Context: an optimization exercise on an open-source flow, tuned for small area, a short achievable clock period and few clock cycles per item. The choices shown serve that exercise and are no tape-out recipe.
The RTL was checked by simulation tests, not by an equivalence proof against the original design.

## zone_map_range_pruner
module zone_map_range_pruner (
  input  logic                          clk,
  input  logic                          rst,
  input  logic                          psel,
  input  logic                          penable,
  input  logic                          pwrite,
  input  logic [zmrp_pkg::ADDR_W-1:0]   paddr,
  input  logic [zmrp_pkg::DATA_W-1:0]   pwdata,
  output logic [zmrp_pkg::DATA_W-1:0]   prdata,
  output logic                          pready,
  input  logic                          ranges_valid,
  output logic                          ranges_ready,
  input  logic [zmrp_pkg::KEY_W-1:0]    ranges_range_min_key,
  input  logic [zmrp_pkg::KEY_W-1:0]    ranges_range_max_key,
  input  logic                          ranges_min_known,
  input  logic                          ranges_max_known,
  input  logic                          ranges_min_incl,
  input  logic                          ranges_max_incl,
  input  logic                          ranges_type_conflict,
  input  logic                          ranges_meta_present,
  input  logic                          ranges_meta_current,
  input  logic                          ranges_pred_compatible,
  input  logic [zmrp_pkg::PAGE_W-1:0]   ranges_page_span,
  output logic                          results_valid,
  input  logic                          results_ready,
  output logic                          results_pruned,
  output logic [zmrp_pkg::REASON_W-1:0] results_reason_code,
  output logic [zmrp_pkg::RCNT_W-1:0]   results_ranges_pruned_total,
  output logic [zmrp_pkg::RCNT_W-1:0]   results_ranges_scanned_total,
  output logic [zmrp_pkg::PSUM_W-1:0]   results_pages_pruned_total,
  output logic [zmrp_pkg::PSUM_W-1:0]   results_pages_scanned_total,
  output logic                          results_any_pruned_flag
);
For scale: ~2800 cells after synthesis, ~480 I/O pins, ~20000 um2 of cells after synthesis.
==> module zmrp_back, before the edit <==
module zmrp_back (
  input  logic                          clk,
  input  logic                          rst,
  input  logic                          in_valid,
  output logic                          in_ready,
  input  zmrp_pkg::cls_t                head,
  output logic                          results_valid,
  input  logic                          results_ready,
  output logic                          results_pruned,
  output logic [zmrp_pkg::REASON_W-1:0] results_reason_code,
  output logic [zmrp_pkg::RCNT_W-1:0]   results_ranges_pruned_total,
  output logic [zmrp_pkg::RCNT_W-1:0]   results_ranges_scanned_total,
  output logic [zmrp_pkg::PSUM_W-1:0]   results_pages_pruned_total,
  output logic [zmrp_pkg::PSUM_W-1:0]   results_pages_scanned_total,
  output logic                          results_any_pruned_flag
);
  logic                out_valid;
  logic                pruned;
  logic [REASON_W-1:0] reason_code;
  logic [RCNT_W-1:0]   pruned_range_count;
  logic [RCNT_W-1:0]   scanned_range_count;
  logic [PSUM_W-1:0]   pruned_page_sum;
  logic [PSUM_W-1:0]   scanned_page_sum;
  logic                seen_prune;
  logic                pop;
  logic                to_pruned;
  logic                to_scanned;
  logic [RCNT_W-1:0]   pruned_count_next;
  logic [RCNT_W-1:0]   scanned_count_next;
  logic [PSUM_W:0]     pruned_sum_wide;
  logic [PSUM_W:0]     scanned_sum_wide;
  logic [PSUM_W-1:0]   pruned_sum_next;
  logic [PSUM_W-1:0]   scanned_sum_next;
  assign in_ready = !out_valid || results_ready;
  assign pop      = in_valid && in_ready;
  assign to_pruned  = pop && head.pruned;
  assign to_scanned = pop && !head.pruned;
  always_comb begin
    pruned_count_next  = (pruned_range_count == '1) ? pruned_range_count
                                                    : pruned_range_count + 1'b1;
    scanned_count_next = (scanned_range_count == '1) ? scanned_range_count
                                                     : scanned_range_count + 1'b1;
    pruned_sum_wide    = {1'b0, pruned_page_sum} +
                         {{(PSUM_W + 1 - PAGE_W){1'b0}}, head.page_span};
    scanned_sum_wide   = {1'b0, scanned_page_sum} +
                         {{(PSUM_W + 1 - PAGE_W){1'b0}}, head.page_span};
    pruned_sum_next    = pruned_sum_wide[PSUM_W] ? '1 : pruned_sum_wide[PSUM_W-1:0];
    scanned_sum_next   = scanned_sum_wide[PSUM_W] ? '1 : scanned_sum_wide[PSUM_W-1:0];
  end
  always_ff @(posedge clk) begin
    if (rst) begin
      out_valid           <= 1'b0;
      pruned_range_count  <= '0;
      scanned_range_count <= '0;
      pruned_page_sum     <= '0;
      scanned_page_sum    <= '0;
      seen_prune          <= 1'b0;
    end else begin
      if (in_ready) begin
        out_valid <= in_valid;
      end
      if (to_pruned) begin
        pruned_range_count <= pruned_count_next;
        pruned_page_sum    <= pruned_sum_next;
        seen_prune         <= 1'b1;
      end
      if (to_scanned) begin
        scanned_range_count <= scanned_count_next;
        scanned_page_sum    <= scanned_sum_next;
      end
    end
  end
  always_ff @(posedge clk) begin
    if (pop) begin
      pruned      <= head.pruned;
      reason_code <= head.reason_code;
    end
  end
  assign results_valid                = out_valid;
  assign results_pruned               = pruned;
  assign results_reason_code          = reason_code;
  assign results_ranges_pruned_total  = pruned_range_count;
  assign results_ranges_scanned_total = scanned_range_count;
  assign results_pages_pruned_total   = pruned_page_sum;
  assign results_pages_scanned_total  = scanned_page_sum;
  assign results_any_pruned_flag      = seen_prune;
endmodule
clock: 5.0 ns
lec_check: 0
cap_margin: 20
core_margin: 2
core_utilization: 40
slew_margin: 20
standard.sh (not shown) runs the stock make flow with config.mk's settings and CLKGATE_MAP_FILE= SYNTH_SCRIPT=/design/flow/synth_recipe.tcl, a recipe that flattens the netlist after the stock synthesis.
==> flow/flow/run.sh <==
#!/bin/bash
# Layout flow: the standard synthesis, then the combinational logic is
# mapped again by ABC for delay (the registers stay as the standard synthesis
# made them, with the same names and cells), then the standard ORFS layout
# with the port buffers made of plain buf_1 cells.
set -euo pipefail
WORK=$(pwd)
R=$WORK/orfs/results/sky130hd/zone_map_range_pruner/base
PORTBUF="BUFFER_PORTS_ARGS=-buffer_cell sky130_fd_sc_hd__buf_1"
DELAY_PS=$(cat flow/abc_delay_ps)

# 1. standard synthesis, up to the Yosys netlist
bash standard.sh "$PORTBUF" "$R/1_2_yosys.v" > standard_synth.log 2>&1
cp "$R/1_2_yosys.v" "$R/1_2_yosys_standard.v"

# 2. map the combinational logic again, registers kept as they are
LIB=$FLOW_HOME/platforms/sky130hd/lib/sky130_fd_sc_hd__tt_025C_1v80.lib
SEQ=$(grep -oE 'cell \("?sky130_fd_sc_hd__(df|edf|sdf|dl|sdl|ebuf|einv|lpflow|conb)[a-z0-9_]*' "$LIB" \
      | sed 's/cell ("\{0,1\}//' | sort -u | tr '\n' ' ')
DONT=$(grep -oE 'sky130_fd_sc_hd__[a-z0-9_]+' "$FLOW_HOME/platforms/sky130hd/config.mk" \
       | sort -u | sed 's/^/-dont_use /' | tr '\n' ' ')
cat > resynth.ys <<EOS
read_liberty -ignore_miss_func $LIB
blackbox $SEQ
read_verilog $R/1_2_yosys_standard.v
hierarchy -top $FLOW_TOP
flatten
opt_clean
abc -liberty $LIB $DONT -script +strash;dch,-f;map,-D,$DELAY_PS;topo;buffer,-p;upsize,-D,$DELAY_PS;dnsize,-D,$DELAY_PS
opt_clean -purge
hilomap -singleton -hicell sky130_fd_sc_hd__conb_1 HI -locell sky130_fd_sc_hd__conb_1 LO
splitnets
opt_clean -purge
insbuf -buf sky130_fd_sc_hd__buf_4 A X
select $FLOW_TOP
write_verilog -noattr -noexpr -nohex -nodec -selected $R/1_2_yosys.v
select -clear
stat -liberty $LIB
EOS
yosys -s resynth.ys > resynth.log 2>&1
touch "$R/1_2_yosys.v"

# 3. the standard layout from the new netlist
bash standard.sh "$PORTBUF" finish > standard_layout.log 2>&1
==> flow/flow/abc_delay_ps <==
1500
Testbench counts at the start, summed over its fixed seeds: cycles 16,064, items 16,000.
Edit:
--- a/flow/design.v
+++ b/flow/design.v
@@ -165,31 +165,54 @@
   logic                seen_prune;
   logic                pop;
   logic                to_pruned;
   logic                to_scanned;
   logic [RCNT_W-1:0]   pruned_count_next;
   logic [RCNT_W-1:0]   scanned_count_next;
-  logic [PSUM_W:0]     pruned_sum_wide;
-  logic [PSUM_W:0]     scanned_sum_wide;
   logic [PSUM_W-1:0]   pruned_sum_next;
   logic [PSUM_W-1:0]   scanned_sum_next;
   assign in_ready = !out_valid || results_ready;
   assign pop      = in_valid && in_ready;
   assign to_pruned  = pop && head.pruned;
   assign to_scanned = pop && !head.pruned;
+  function automatic logic [PSUM_W-1:0] add_sat(input logic [PSUM_W-1:0] q,
+                                                input logic [PAGE_W-1:0] a);
+    logic [PAGE_W-1:0]      g;
+    logic [PAGE_W-1:0]      p;
+    logic [PAGE_W-1:0]      x;
+    logic [PSUM_W:PAGE_W]   run;
+    logic [PSUM_W-1:0]      sum;
+    x = q[PAGE_W-1:0] ^ a;
+    g = q[PAGE_W-1:0] & a;
+    p = q[PAGE_W-1:0] | a;
+    for (int s = 1; s < PAGE_W; s = s * 2) begin
+      for (int i = 0; i < PAGE_W; i = i + 1) begin
+        if ((i & s) != 0) begin
+          g[i] = g[i] | (p[i] & g[(i & ~(s - 1)) - 1]);
+          p[i] = p[i] & p[(i & ~(s - 1)) - 1];
+        end
+      end
+    end
+    sum[0] = x[0];
+    for (int i = 1; i < PAGE_W; i = i + 1) begin
+      sum[i] = x[i] ^ g[i-1];
+    end
+    run[PAGE_W] = 1'b1;
+    for (int i = PAGE_W; i < PSUM_W; i = i + 1) begin
+      run[i+1] = run[i] & q[i];
+      sum[i]   = q[i] ^ (g[PAGE_W-1] & run[i]);
+    end
+    add_sat = sum | {PSUM_W{g[PAGE_W-1] & run[PSUM_W]}};
+  endfunction
   always_comb begin
     pruned_count_next  = (pruned_range_count == '1) ? pruned_range_count
                                                     : pruned_range_count + 1'b1;
     scanned_count_next = (scanned_range_count == '1) ? scanned_range_count
                                                      : scanned_range_count + 1'b1;
-    pruned_sum_wide    = {1'b0, pruned_page_sum} +
-                         {{(PSUM_W + 1 - PAGE_W){1'b0}}, head.page_span};
-    scanned_sum_wide   = {1'b0, scanned_page_sum} +
-                         {{(PSUM_W + 1 - PAGE_W){1'b0}}, head.page_span};
-    pruned_sum_next    = pruned_sum_wide[PSUM_W] ? '1 : pruned_sum_wide[PSUM_W-1:0];
-    scanned_sum_next   = scanned_sum_wide[PSUM_W] ? '1 : scanned_sum_wide[PSUM_W-1:0];
+    pruned_sum_next    = add_sat(pruned_page_sum, head.page_span);
+    scanned_sum_next   = add_sat(scanned_page_sum, head.page_span);
   end
   always_ff @(posedge clk) begin
     if (rst) begin
       out_valid           <= 1'b0;
       pruned_range_count  <= '0;
       scanned_range_count <= '0;
What happened: Sequential share of layout area increases by 0.64 points; area after synthesis decreases by 2.2%; clock skew hardly moves; via count decreases by 4.7%; final cell count decreases by 5.2%.
Testbench counts after the change, summed over its fixed seeds: cycles 16,064, items 16,000.

[afterwards: timing with drivers on the ports]
In the flow no input, the clock included, has a driving cell. The finished layouts below were timed again as built, in two steps. Step 1, drivers: a clkbuf_16 drives clk and a buf_2 each remaining input, both assumed. Step 2 times the ports against the registers' clock, not the clock port: input delays grow and output delays shrink by t, the midpoint of the rising clock arrivals with the driver on. Slacks: ideal / step 1 / step 2; pairs: ideal / step 1.
| run | t, ns | setup slack, ns | clock arrival spread, ns |
|---|---|---|---|
| the first run | 0.619 | 1.551 / 1.516 / 1.019 | 0.016 / 0.016 |
| the second run | 0.613 | 1.596 / 1.537 / 1.210 | 0.017 / 0.016 |
After both steps setup and hold are still met in every run listed. For the first run, which loses most, drivers alone change the setup slack by -0.035 ns; drivers and shift together by -0.532 ns.
